From an optimization exercise on the open Yosys and OpenROAD flow, aimed at small area; shortcuts taken in it are not production practice. In this exercise RTL edits were held to simulation tests only and were not proved equivalent to the original. No activity file was given, so power comes from the tool's default toggle rates.

**design/flow/design.v**
```verilog
module up_processor_set_pipelinemult1 (
  input  logic         clk,
  input  logic         reset,
  input  logic [3:0]   etapos,
  input  logic [19:0]  del_in_package,
  input  logic [319:0] wt_package,
  input  logic [19:0]  bias_package,
  input  logic [319:0] act_in_package,
  output logic [319:0] wt_UP_package,
  output logic [19:0]  bias_UP_package
);
  logic [3:0] sh;
  logic       nz, is0, is1;
  assign sh  = etapos - 4'd1;
  assign nz  = |etapos;
  assign is0 = (etapos == 4'd1);
  assign is1 = (etapos == 4'd2);
  logic rst_q, kill;
  always_ff @(posedge clk) rst_q <= reset;
  assign kill = reset | rst_q;
  genvar gi;
  generate
    for (gi = 0; gi < 32; gi++) begin : g_wt
      logic [4-1:0] rlo, rlo_q;
      logic [10:4]  tnh, tnh_q;
      logic [9:4]   wh_q;
      logic         cm, cm_q, ovf, ovf_q, tneg, tneg_q;
      logic [9:0]   y, q2;
      wlane1 u_s1 (
        .a    (act_in_package[10*gi +: 10]),
        .d    (del_in_package[10*(gi/16) +: 10]),
        .w    (wt_package[10*gi +: 10]),
        .sh   (sh),
        .nz   (nz),
        .is0  (is0),
        .is1  (is1),
        .rlo  (rlo),
        .cm   (cm),
        .tnh  (tnh),
        .ovf  (ovf),
        .tneg (tneg)
      );
      always_ff @(posedge clk) begin
        rlo_q  <= rlo;
        cm_q   <= cm;
        tnh_q  <= tnh;
        wh_q   <= wt_package[10*gi+4 +: 10-4];
        ovf_q  <= ovf;
        tneg_q <= tneg;
      end
      wlane2 u_s2 (
        .rlo  (rlo_q),
        .cm   (cm_q),
        .tnh  (tnh_q),
        .wh   (wh_q),
        .ovf  (ovf_q),
        .tneg (tneg_q),
        .kill (kill),
        .y    (y)
      );
      always_ff @(posedge clk) q2 <= y;
      assign wt_UP_package[10*gi +: 10] = q2;
    end
    for (gi = 0; gi < 2; gi++) begin : g_bias
      logic signed [9:0]  dd, t;
      logic signed [11:0] r;
      logic [9:0] y, q1, q2;
      assign dd = del_in_package[10*gi +: 10];
      assign t  = nz ? (dd >>> sh) : 10'sd0;
      assign r  = $signed({{2{bias_package[10*gi+9]}}, bias_package[10*gi +: 10]}) - t;
      always_comb begin
        if (r > 12'sd511)       y = 10'h1FF;
        else if (r < -12'sd512) y = 10'h200;
        else                    y = r[9:0];
      end
      always_ff @(posedge clk) begin
        if (reset) begin q1 <= '0; q2 <= '0; end
        else begin q1 <= y; q2 <= q1; end
      end
      assign bias_UP_package[10*gi +: 10] = q2;
    end
  endgenerate
endmodule
module wlane1 (
  input  wire [9:0]  a,
  input  wire [9:0]  d,
  input  wire [9:0]  w,
  input  wire [3:0]  sh,
  input  wire        nz,
  input  wire        is0,
  input  wire        is1,
  output wire [4-1:0] rlo,
  output wire        cm,
  output wire [10:4] tnh,
  output wire        ovf,
  output wire        tneg
);
  wire K = 1'b0;
  wire p0 = ~(a[0] & d[0]);
  wire p1 = ~(a[0] & d[1]);
  wire p2 = ~(a[0] & d[2]);
  wire p3 = ~(a[0] & d[3]);
  wire p4 = ~(a[0] & d[4]);
  wire p5 = ~(a[0] & d[5]);
  wire p6 = ~(a[0] & d[6]);
  wire p7 = ~(a[0] & d[7]);
  wire p8 = ~(a[0] & d[8]);
  wire p9 = a[0] & d[9];
  wire p10 = ~(a[1] & d[0]);
  wire p11 = ~(a[1] & d[1]);
  wire p12 = ~(a[1] & d[2]);
  wire p13 = ~(a[1] & d[3]);
  wire p14 = ~(a[1] & d[4]);
  wire p15 = ~(a[1] & d[5]);
  wire p16 = ~(a[1] & d[6]);
  wire p17 = ~(a[1] & d[7]);
  wire p18 = ~(a[1] & d[8]);
  wire p19 = a[1] & d[9];
  wire p20 = ~(a[2] & d[0]);
  wire p21 = ~(a[2] & d[1]);
  wire p22 = ~(a[2] & d[2]);
  wire p23 = ~(a[2] & d[3]);
  wire p24 = ~(a[2] & d[4]);
  wire p25 = ~(a[2] & d[5]);
  wire p26 = ~(a[2] & d[6]);
  wire p27 = ~(a[2] & d[7]);
  wire p28 = ~(a[2] & d[8]);
  wire p29 = a[2] & d[9];
  wire p30 = ~(a[3] & d[0]);
  wire p31 = ~(a[3] & d[1]);
  wire p32 = ~(a[3] & d[2]);
  wire p33 = ~(a[3] & d[3]);
  wire p34 = ~(a[3] & d[4]);
  wire p35 = ~(a[3] & d[5]);
  wire p36 = ~(a[3] & d[6]);
  wire p37 = ~(a[3] & d[7]);
  wire p38 = ~(a[3] & d[8]);
  wire p39 = a[3] & d[9];
  wire p40 = ~(a[4] & d[0]);
  wire p41 = ~(a[4] & d[1]);
  wire p42 = ~(a[4] & d[2]);
  wire p43 = ~(a[4] & d[3]);
  wire p44 = ~(a[4] & d[4]);
  wire p45 = ~(a[4] & d[5]);
  wire p46 = ~(a[4] & d[6]);
  wire p47 = ~(a[4] & d[7]);
  wire p48 = ~(a[4] & d[8]);
  wire p49 = a[4] & d[9];
  wire p50 = ~(a[5] & d[0]);
  wire p51 = ~(a[5] & d[1]);
  wire p52 = ~(a[5] & d[2]);
  wire p53 = ~(a[5] & d[3]);
  wire p54 = ~(a[5] & d[4]);
  wire p55 = ~(a[5] & d[5]);
  wire p56 = ~(a[5] & d[6]);
  wire p57 = ~(a[5] & d[7]);
  wire p58 = ~(a[5] & d[8]);
  wire p59 = a[5] & d[9];
  wire p60 = ~(a[6] & d[0]);
  wire p61 = ~(a[6] & d[1]);
  wire p62 = ~(a[6] & d[2]);
  wire p63 = ~(a[6] & d[3]);
  wire p64 = ~(a[6] & d[4]);
  wire p65 = ~(a[6] & d[5]);
  wire p66 = ~(a[6] & d[6]);
  wire p67 = ~(a[6] & d[7]);
  wire p68 = ~(a[6] & d[8]);
  wire p69 = a[6] & d[9];
  wire p70 = ~(a[7] & d[0]);
  wire p71 = ~(a[7] & d[1]);
  wire p72 = ~(a[7] & d[2]);
  wire p73 = ~(a[7] & d[3]);
  wire p74 = ~(a[7] & d[4]);
  wire p75 = ~(a[7] & d[5]);
  wire p76 = ~(a[7] & d[6]);
  wire p77 = ~(a[7] & d[7]);
  wire p78 = ~(a[7] & d[8]);
  wire p79 = a[7] & d[9];
  wire p80 = ~(a[8] & d[0]);
  wire p81 = ~(a[8] & d[1]);
  wire p82 = ~(a[8] & d[2]);
  wire p83 = ~(a[8] & d[3]);
  wire p84 = ~(a[8] & d[4]);
  wire p85 = ~(a[8] & d[5]);
  wire p86 = ~(a[8] & d[6]);
  wire p87 = ~(a[8] & d[7]);
  wire p88 = ~(a[8] & d[8]);
  wire p89 = a[8] & d[9];
  wire p90 = a[9] & d[0];
  wire p91 = a[9] & d[1];
  wire p92 = a[9] & d[2];
  wire p93 = a[9] & d[3];
  wire p94 = a[9] & d[4];
  wire p95 = a[9] & d[5];
  wire p96 = a[9] & d[6];
  wire p97 = a[9] & d[7];
  wire p98 = a[9] & d[8];
  wire p99 = ~(a[9] & d[9]);
  wire s100 = ~(p1 ^ p10);
  wire c101 = p1 | p10;
  wire s102, c102;
  fa3 u_s102 (p2, p11, p20, s102, c102);
  wire s103 = ~(c101 ^ s102);
  wire c104 = c101 | s102;
  wire s105, c105;
  fa3 u_s105 (p3, p12, p21, s105, c105);
  wire s106, c106;
  fa3 u_s106 (p30, c102, s105, s106, c106);
  wire s107 = ~(c104 ^ s106);
  wire c108 = c104 | s106;
  wire s109, c109;
  fa3 u_s109 (p4, p13, p22, s109, c109);
  wire s110, c110;
  fa3 u_s110 (p31, p40, c105, s110, c110);
  wire s111, c111;
  fa3 u_s111 (s109, s110, c106, s111, c111);
  wire s112 = ~(c108 ^ s111);
  wire c113 = c108 | s111;
  wire s114, c114;
  fa3 u_s114 (p5, p14, p23, s114, c114);
  wire s115, c115;
  fa3 u_s115 (p32, p41, p50, s115, c115);
  wire s116, c116;
  fa3 u_s116 (c109, s114, s115, s116, c116);
  wire s117, c117;
  fa3 u_s117 (c110, s116, c111, s117, c117);
  wire s118 = ~(c113 ^ s117);
  wire c119 = c113 | s117;
  wire s120, c120;
  fa3 u_s120 (p6, p15, p24, s120, c120);
  wire s121, c121;
  fa3 u_s121 (p33, p42, p51, s121, c121);
  wire s122, c122;
  fa3 u_s122 (p60, c114, c115, s122, c122);
  wire s123, c123;
  fa3 u_s123 (s120, s121, s122, s123, c123);
  wire s124, c124;
  fa3 u_s124 (c116, s123, c117, s124, c124);
  wire s125 = ~(c119 ^ s124);
  wire c126 = c119 | s124;
  wire s127, c127;
  fa3 u_s127 (p7, p16, p25, s127, c127);
  wire s128, c128;
  fa3 u_s128 (p34, p43, p52, s128, c128);
  wire s129, c129;
  fa3 u_s129 (p61, p70, c120, s129, c129);
  wire s130, c130;
  fa3 u_s130 (c121, s127, s128, s130, c130);
  wire s131, c131;
  fa3 u_s131 (c122, s129, s130, s131, c131);
  wire s132, c132;
  fa3 u_s132 (c123, s131, c124, s132, c132);
  wire s133 = ~(c126 ^ s132);
  wire c134 = c126 | s132;
  wire s135, c135;
  fa3 u_s135 (p8, p17, p26, s135, c135);
  wire s136, c136;
  fa3 u_s136 (p35, p44, p53, s136, c136);
  wire s137, c137;
  fa3 u_s137 (p62, p71, p80, s137, c137);
  wire s138, c138;
  fa3 u_s138 (c127, c128, s135, s138, c138);
  wire s139, c139;
  fa3 u_s139 (s136, s137, c129, s139, c139);
  wire s140, c140;
  fa3 u_s140 (c130, s138, s139, s140, c140);
  wire s141, c141;
  fa3 u_s141 (c131, s140, c132, s141, c141);
  wire s142 = ~(c134 ^ s141);
  wire c143 = c134 | s141;
  wire s144, c144;
  fa3 u_s144 (p9, p18, p27, s144, c144);
  wire s145, c145;
  fa3 u_s145 (p36, p45, p54, s145, c145);
  wire s146, c146;
  fa3 u_s146 (p63, p72, p81, s146, c146);
  wire s147, c147;
  fa3 u_s147 (p90, c135, c136, s147, c147);
  wire s148, c148;
  fa3 u_s148 (c137, s144, s145, s148, c148);
  wire s149, c149;
  fa3 u_s149 (s146, s147, c138, s149, c149);
  wire s150, c150;
  fa3 u_s150 (s148, c139, s149, s150, c150);
  wire s151, c151;
  fa3 u_s151 (c140, s150, c141, s151, c151);
  wire s152 = ~(c143 ^ s151);
  wire c153 = c143 | s151;
  wire s154, c154;
  hax u_s154 (p19, p28, s154, c154);
  wire s155, c155;
  fa3 u_s155 (p37, p46, p55, s155, c155);
  wire s156, c156;
  fa3 u_s156 (p64, p73, p82, s156, c156);
  wire s157, c157;
  fa3 u_s157 (p91, s154, c144, s157, c157);
  wire s158, c158;
  fa3 u_s158 (c145, c146, s155, s158, c158);
  wire s159, c159;
  fa3 u_s159 (s156, c147, s157, s159, c159);
  wire s160, c160;
  fa3 u_s160 (c148, s158, c149, s160, c160);
  wire s161, c161;
  fa3 u_s161 (s159, s160, c150, s161, c161);
  wire s162, c162;
  fa3 u_s162 (s161, c151, c153, s162, c162);
  wire s163, c163;
  fa3 u_s163 (p29, p38, p47, s163, c163);
  wire s164, c164;
  fa3 u_s164 (p56, p65, p74, s164, c164);
  wire s165, c165;
  fa3 u_s165 (p83, p92, c154, s165, c165);
  wire s166, c166;
  fa3 u_s166 (c155, c156, s163, s166, c166);
  wire s167, c167;
  fa3 u_s167 (s164, s165, c157, s167, c167);
  wire s168, c168;
  fa3 u_s168 (c158, s166, c159, s168, c168);
  wire s169, c169;
  fa3 u_s169 (s167, c160, s168, s169, c169);
  wire s170, c170;
  fa3 u_s170 (c161, s169, c162, s170, c170);
  wire s171, c171;
  fa3 u_s171 (p39, p48, p57, s171, c171);
  wire s172, c172;
  fa3 u_s172 (p66, p75, p84, s172, c172);
  wire s173, c173;
  fa3 u_s173 (p93, c163, c164, s173, c173);
  wire s174, c174;
  fa3 u_s174 (s171, s172, c165, s174, c174);
  wire s175, c175;
  fa3 u_s175 (s173, c166, s174, s175, c175);
  wire s176, c176;
  fa3 u_s176 (c167, s175, c168, s176, c176);
  wire s177, c177;
  fa3 u_s177 (c169, s176, c170, s177, c177);
  wire s178, c178;
  fa3 u_s178 (p49, p58, p67, s178, c178);
  wire s179, c179;
  fa3 u_s179 (p76, p85, p94, s179, c179);
  wire s180, c180;
  fa3 u_s180 (c171, c172, s178, s180, c180);
  wire s181, c181;
  fa3 u_s181 (s179, c173, s180, s181, c181);
  wire s182, c182;
  fa3 u_s182 (c174, s181, c175, s182, c182);
  wire s183, c183;
  fa3 u_s183 (s182, c176, c177, s183, c183);
  wire s184, c184;
  fa3 u_s184 (p59, p68, p77, s184, c184);
  wire s185, c185;
  fa3 u_s185 (p86, p95, c178, s185, c185);
  wire s186, c186;
  fa3 u_s186 (c179, s184, s185, s186, c186);
  wire s187, c187;
  fa3 u_s187 (c180, c181, s186, s187, c187);
  wire s188, c188;
  fa3 u_s188 (s187, c182, c183, s188, c188);
  wire s189, c189;
  fa3 u_s189 (p69, p78, p87, s189, c189);
  wire s190, c190;
  fa3 u_s190 (p96, c184, s189, s190, c190);
  wire s191, c191;
  fa3 u_s191 (c185, s190, c186, s191, c191);
  wire s192, c192;
  fa3 u_s192 (c187, s191, c188, s192, c192);
  wire s193, c193;
  fa3 u_s193 (p79, p88, p97, s193, c193);
  wire s194, c194;
  fa3 u_s194 (c189, s193, c190, s194, c194);
  wire s195, c195;
  fa3 u_s195 (s194, c191, c192, s195, c195);
  wire s196, c196;
  fa3 u_s196 (p89, p98, c193, s196, c196);
  wire s197, c197;
  fa3 u_s197 (s196, c194, c195, s197, c197);
  wire s198, c198;
  fa3 u_s198 (p99, c196, c197, s198, c198);
  wire s199 = ~c198;
  wire [12:0] xsn = {s199, s198, s197, s195, s192, s188, s183, s177, s170, s162, s152, s142, s133};
  wire fn = xsn[12] | ~nz;
  wire [12:0] s8 = sh[3] ? {{8{fn}}, xsn[12:8]} : xsn;
  wire [12:0] s4 = sh[2] ? {{4{fn}}, s8[12:4]} : s8;
  wire [11:0] s2 = sh[1] ? {{2{fn}}, s4[12:2]} : s4[11:0];
  wire [10:0] tn = sh[0] ? s2[11:1] : s2[10:0];
  assign ovf  = (is0 & ~((xsn[12] == xsn[11]) & (xsn[11] == xsn[10])))
              | (is1 & (xsn[12] != xsn[11]));
  assign tneg = ~xsn[12];
  wire s200 = ~(w[0] ^ tn[0]);
  wire c201 = w[0] | tn[0];
  wire s202, c202;
  fa3 u_s202 (w[1], tn[1], c201, s202, c202);
  wire s203, c203;
  fa3 u_s203 (w[2], tn[2], c202, s203, c203);
  wire s204, c204;
  fa3 u_s204 (w[3], tn[3], c203, s204, c204);
  assign rlo = {s204, s203, s202, s200};
  assign cm  = c204;
  assign tnh = tn[10:4];
endmodule
module wlane2 (
  input  wire [4-1:0] rlo,
  input  wire        cm,
  input  wire [10:4] tnh,
  input  wire [9:4]  wh,
  input  wire        ovf,
  input  wire        tneg,
  input  wire        kill,
  output wire [9:0]  y
);
  wire [10:0] tn;
  wire [9:0]  w;
  assign tn[10:4] = tnh;
  assign w[9:4]   = wh;
  assign tn[3:0] = '0;
  assign w[3:0] = '0;
  wire s205, c205;
  fa3 u_s205 (w[4], tn[4], cm, s205, c205);
  wire s206, c206;
  fa3 u_s206 (w[5], tn[5], c205, s206, c206);
  wire s207, c207;
  fa3 u_s207 (w[6], tn[6], c206, s207, c207);
  wire s208, c208;
  fa3 u_s208 (w[7], tn[7], c207, s208, c208);
  wire s209, c209;
  fa3 u_s209 (w[8], tn[8], c208, s209, c209);
  wire s210, c210;
  fa3 u_s210 (w[9], tn[9], c209, s210, c210);
  wire s211, c211;
  fa3 u_s211 (w[9], tn[10], c210, s211, c211);
  wire s212 = w[9] ^ tn[10] ^ c211;
  wire [11:0] r;
  assign r[11:4] = {s212, s211, s210, s209, s208, s207, s206, s205};
  assign r[3:0] = rlo;
  wire pos = ovf ? tneg : (~r[11] & (r[10] | r[9]));
  wire neg = ovf ? ~tneg : (r[11] & ~(r[10] & r[9]));
  assign y[8:0] = (r[8:0] | {9{pos & ~kill}}) & ~{9{neg | kill}};
  assign y[9]   = (r[9] | (neg & ~kill)) & ~(pos | kill);
endmodule
module fa3 (input wire a, input wire b, input wire c, output wire s, output wire co);
  assign s  = a ^ b ^ c;
  assign co = (a & b) | (a & c) | (b & c);
endmodule
module hax (input wire a, input wire b, output wire s, output wire co);
  assign s  = a ^ b;
  assign co = a & b;
endmodule
```
**design/flow/run.sh**
```bash
#!/bin/bash
# synth_recipe.tcl (not shown) runs the flow's synth.tcl, then flattens the netlist and writes it again
# the make line also repeats each setting of config.mk as NAME=value (left out here)
make -C /OpenROAD-flow-scripts/flow DESIGN_CONFIG=/design/flow/config.mk WORK_HOME=/design/flow/orfs CLKGATE_MAP_FILE= SYNTH_SCRIPT=/design/flow/synth_recipe.tcl finish
```
**design/flow/config.mk**
```make
export PLATFORM = sky130hd
export DESIGN_NAME = up_processor_set_pipelinemult1
export DESIGN_NICKNAME = up_processor_set_pipelinemult1
export VERILOG_FILES = /design/flow/design.v
export SDC_FILE = /design/flow/constraint.sdc
export NUM_CORES = 4
export LEC_CHECK = 0
export CAP_MARGIN = 20
export CORE_MARGIN = 2
export CORE_UTILIZATION = 55
export PLACE_DENSITY = 0.65
export SLEW_MARGIN = 20
export SYNTH_HIERARCHICAL = 1
```
**design/flow/constraint.sdc**
```tcl
create_clock -name core_clock -period 14.0 [get_ports {clk}]
set_input_delay 2.8000 -clock core_clock [delete_from_list [all_inputs] [get_ports {clk}]]
set_output_delay 2.8000 -clock core_clock [all_outputs]
set_load 0.01 [all_outputs]
```
==> impl_results.md <==
* HP Class: flip-flop to flip-flop
* Die Span Y at 486 µm
* Post CTS Setup Buffer Count at 0
* Post-layout min period at 12.78 ns
* Largest net degree at the start of global routing at 143
* Mapped Area at 128,000 µm²
* Fin Hold WS at 0.390 ns
* Number of synthesized flops with an enable pin at 0
* Drt first pass iters at 6
* Placed cells at 15,300
* Slew margin rel. at 35.2%
* Critical Path RT at 14.63 ns
* Post-layout net count at 16,100
* Bufs on Longest Clock Path at 3
* Mapped Nets at 15,900
* Routed wire per std cell at 23.2 µm
* Clock skew at 0.0718 ns
* Vias in the first global route at 99,800
* Crit share post-route at 91.3%
* Setup CP Type: input port to flip-flop
* Worst-path fanout max at 44
* Crit-path max cell delay at 0.56 ns
* Worst-path clk slew at 0.07 ns
* Max VDD drop at 0.160 mV
* Met2 WL at 173,000 µm
* Post-synth top flop: dfxtp_1
* Remaining DRCs at 0
* Yosys warning total at 7
* Buffers on Ports at 1,025
* Vias per std cell at 5.93
* Number of synthesized register bits at 1,001
* Global-route wire length before repair at 566,000 µm
* Die Area at 237,000 µm²
* Sum Neg Setup Slack at 0 ns
* Share of cells above drive strength 1 at 8.95%
* Crit-path slowest cell: fa_1
* Number of setup violations in the final report at 0
* Finished Layout Cells at 15,600
* RD Place Congestion at 0.921
* Length of routed met3 wiring at 32,400 µm
* Post-synthesis cell count at 12,200
* Via Count at 92,300
* Starting Density at 55.2%
* Initial antenna violation count at 148
* Pwr dens at 204 nW/µm²
* CTS H-tree depth at 3
* Post-synth cell types at 66
* Clock Sinks at 1,001
* Initial DRC count at 7,089
* Post_cts resized at 0
* CP most frequent cell: fa_1
* Top Metal Used: met5
* Cts bufs inserted at 110
* Most frequent cells in the layout: fa_1, nand2_1, clkdlybuf4s50_1
* Crit path capture type: flip-flop
* Max Cap Viol at 0
* Fill cells at 19,100
* FFs w/ async S/R, synth at 0%
* GRT Overall Usage at 30.8%
* Root buf cell: clkbuf_16
* I/O Pins at 1,026
* Avg Inst Size Synth at 10.5 µm²
* Outcome: no timing/DRC/antenna violations
* Area delta synth->final at 10.9%
* LEAKAGE at 54.1 nW
* Sequential Area at 20,000 µm²
* Met1 Wirelength at 138,000 µm
* CTS tree: done
* Worst Max-Slew Pin Slew at 0.973 ns
* Worst skew pair latency at 0.81 ns
* GRT overflow at 0
* CP arrival at 13.42 ns
* Hold Buf Count CTS at 0
* Most common cell after layout, fill and taps aside: fa_1
* Num rows at 177
* Worst setup SP type: input port
* Fin. Hold Viols at 0
* Peak Freq at 78.2 MHz
* Antenna-violating nets left at 0
* Slew Viols, Final at 0
* Core Area at 232,000 µm²
* Area of the multi-input gates at 99,600 µm²
* Unrepaired setup endpoints after global routing: false
* Final WL at 361,000 µm
* Sequential-to-total area share from yosys stat at 15.7%
* DP HPWL at 280,000 µm
* Die width at 486 µm
==> Yosys stat by module, one instance, submodules excluded <==
module | cells inside | flip-flops and latches | cell area [µm²] | copies in the design
wlane2 | 17 | 0 | 156 | 32
wlane1 | 231 | 0 | 1330 | 32
up_processor_set_pipelinemult1 | 1333 | 1001 | 22300 | 1
hax | 1 | 0 | 12.5 | 32
fa3 | 1 | 0 | 20.0 | 2880
==> per-stage QoR <==
stage	power (W)	util [%]	setup WS [ns]	instance area (µm²)
2_1_floorplan	0.0213	-	1.21	128000
3_3_place_gp	0.0253	59.4	0.681	138000
3_5_place_dp	0.0258	59.4	0.452	138000
4_1_cts	0.0292	61.1	1.34	142000
5_1_grt	0.0318	61.2	0.853	142000
6_report	0.0290	61.2	1.22	142000
==> worst max-delay path, delay by kind of cell <==
kind                       cells  cell delay (ns)
and+or+nand+nor                1             0.11
adders and majority gates     22             8.48
AOI/OAI and AO/OA              2             0.36
buffers and inverters          5             1.09
muxes                          2             0.50
==> power breakdown <==
group          total (W)  internal, W  switching (W)
combinational     0.0212       0.0101         0.0111
clock            0.00319      0.00187        0.00132
sequential       0.00459      0.00404       0.000553
==> flip-flops by register name (all words and copies together), names as in the netlist, 32 cells and up <==
register / cells
g_wt.cm_q: 32
g_wt.ovf_q: 32
g_wt.q2: 320
g_wt.rlo_q: 128
g_wt.tneg_q: 32
g_wt.tnh_q: 224
g_wt.wh_q: 192
==> Yosys cell counts (all sizes together) (33+ instances only) <==
library cell,number,share of area [%]
clkbuf,683,2.0
mux2,194,1.7
nand2b,65,0.32
o21a,292,1.7
o21ai,211,0.83
inv,429,1.3
mux4,104,1.9
a21oi,157,0.62
o21bai,34,0.29
o32a,64,0.50
a221oi,35,0.68
fa,2882,45
and2,614,3.0
a211oi,107,0.63
buf,548,3.2
o211ai,65,0.38
nor2b,123,0.60
a311oi,37,0.25
o22ai,96,0.63
ha,184,1.8
a21o,65,0.41
o32ai,64,0.44
nand3,66,0.26
nand2,2838,8.4
a221o,33,0.26
nor2,366,1.1
and3,70,0.41
mux2i,328,2.6
or2,34,0.17
nor3,71,0.28
dfxtp,1001,16
==> path summary, 6_finish.rpt <==
path                           from                to  slack [ns]  depth (start not counted)
hold reg to reg   g_wt[23].rlo_q[1]    g_wt[23].q2[1]        0.39                          1
hold / removal    g_wt[23].rlo_q[1]    g_wt[23].q2[1]        0.39                          1
setup reg to reg   g_wt[8].tnh_q[4]     g_wt[8].q2[8]        9.39                         10
setup / recovery  del_in_package[2]  g_wt[0].rlo_q[3]        1.22                         32
==> cells by family (layout without fill, tap and decap cells) <==
kind of cell | count (synthesis) | in the layout | share of synthesized area (%)
other cells | 0 | 73 | 0
mux | 626 | 626 | 6.20
compound gates | 1462 | 1462 | 9.04
xor+xnor | 47 | 47 | 0.729
buf+inv | 1663 | 1931 | 6.48
flops | 1001 | 1001 | 15.7
fa+ha+maj | 3070 | 3070 | 46.9
simple gates | 4312 | 4312 | 15.0
==> final cells by class <==
class,instances,share of cell area [%]
antenna,73,0.129
clock buffer,145,2.17
clock inverter,61,0.650
inverter,432,1.16
multi-input combinational,9517,70.2
sequential,1001,14.1
tap,3043,2.68
timing repair buffer,1293,8.90
==> metal layers <==
metal / up-vias / track usage, %
li1: 39500 / -
met1: 48100 / 39.4
met2: 3759 / 49.8
met3: 782 / 7.72
met4: 136 / 13.3
met5: - / 0

## static timing again, ports no longer ideal
No port has a modelled driver above. Below, the same layout with a new extraction and two added sets of constraints. Step 1 assumes that a clkbuf_16 drives the clock port and a buf_2 every other input. Step 2 also shifts input and output timing later by t, the mid clock arrival at the registers, as if the neighbouring blocks saw the same clock. a / b / c = ideal ports / drivers / drivers and shift; a / b = the first two.
t, ns: 0.875
setup WS [ns]: 1.219 / 1.250 / 0.375
slew at the worst register clock pin (ns): 0.07 / 0.07
pins driven straight from the clock port: 1
After both steps setup and hold are still met in this run. For this run, drivers alone change the setup slack by +0.031 ns; drivers and shift together by -0.844 ns.
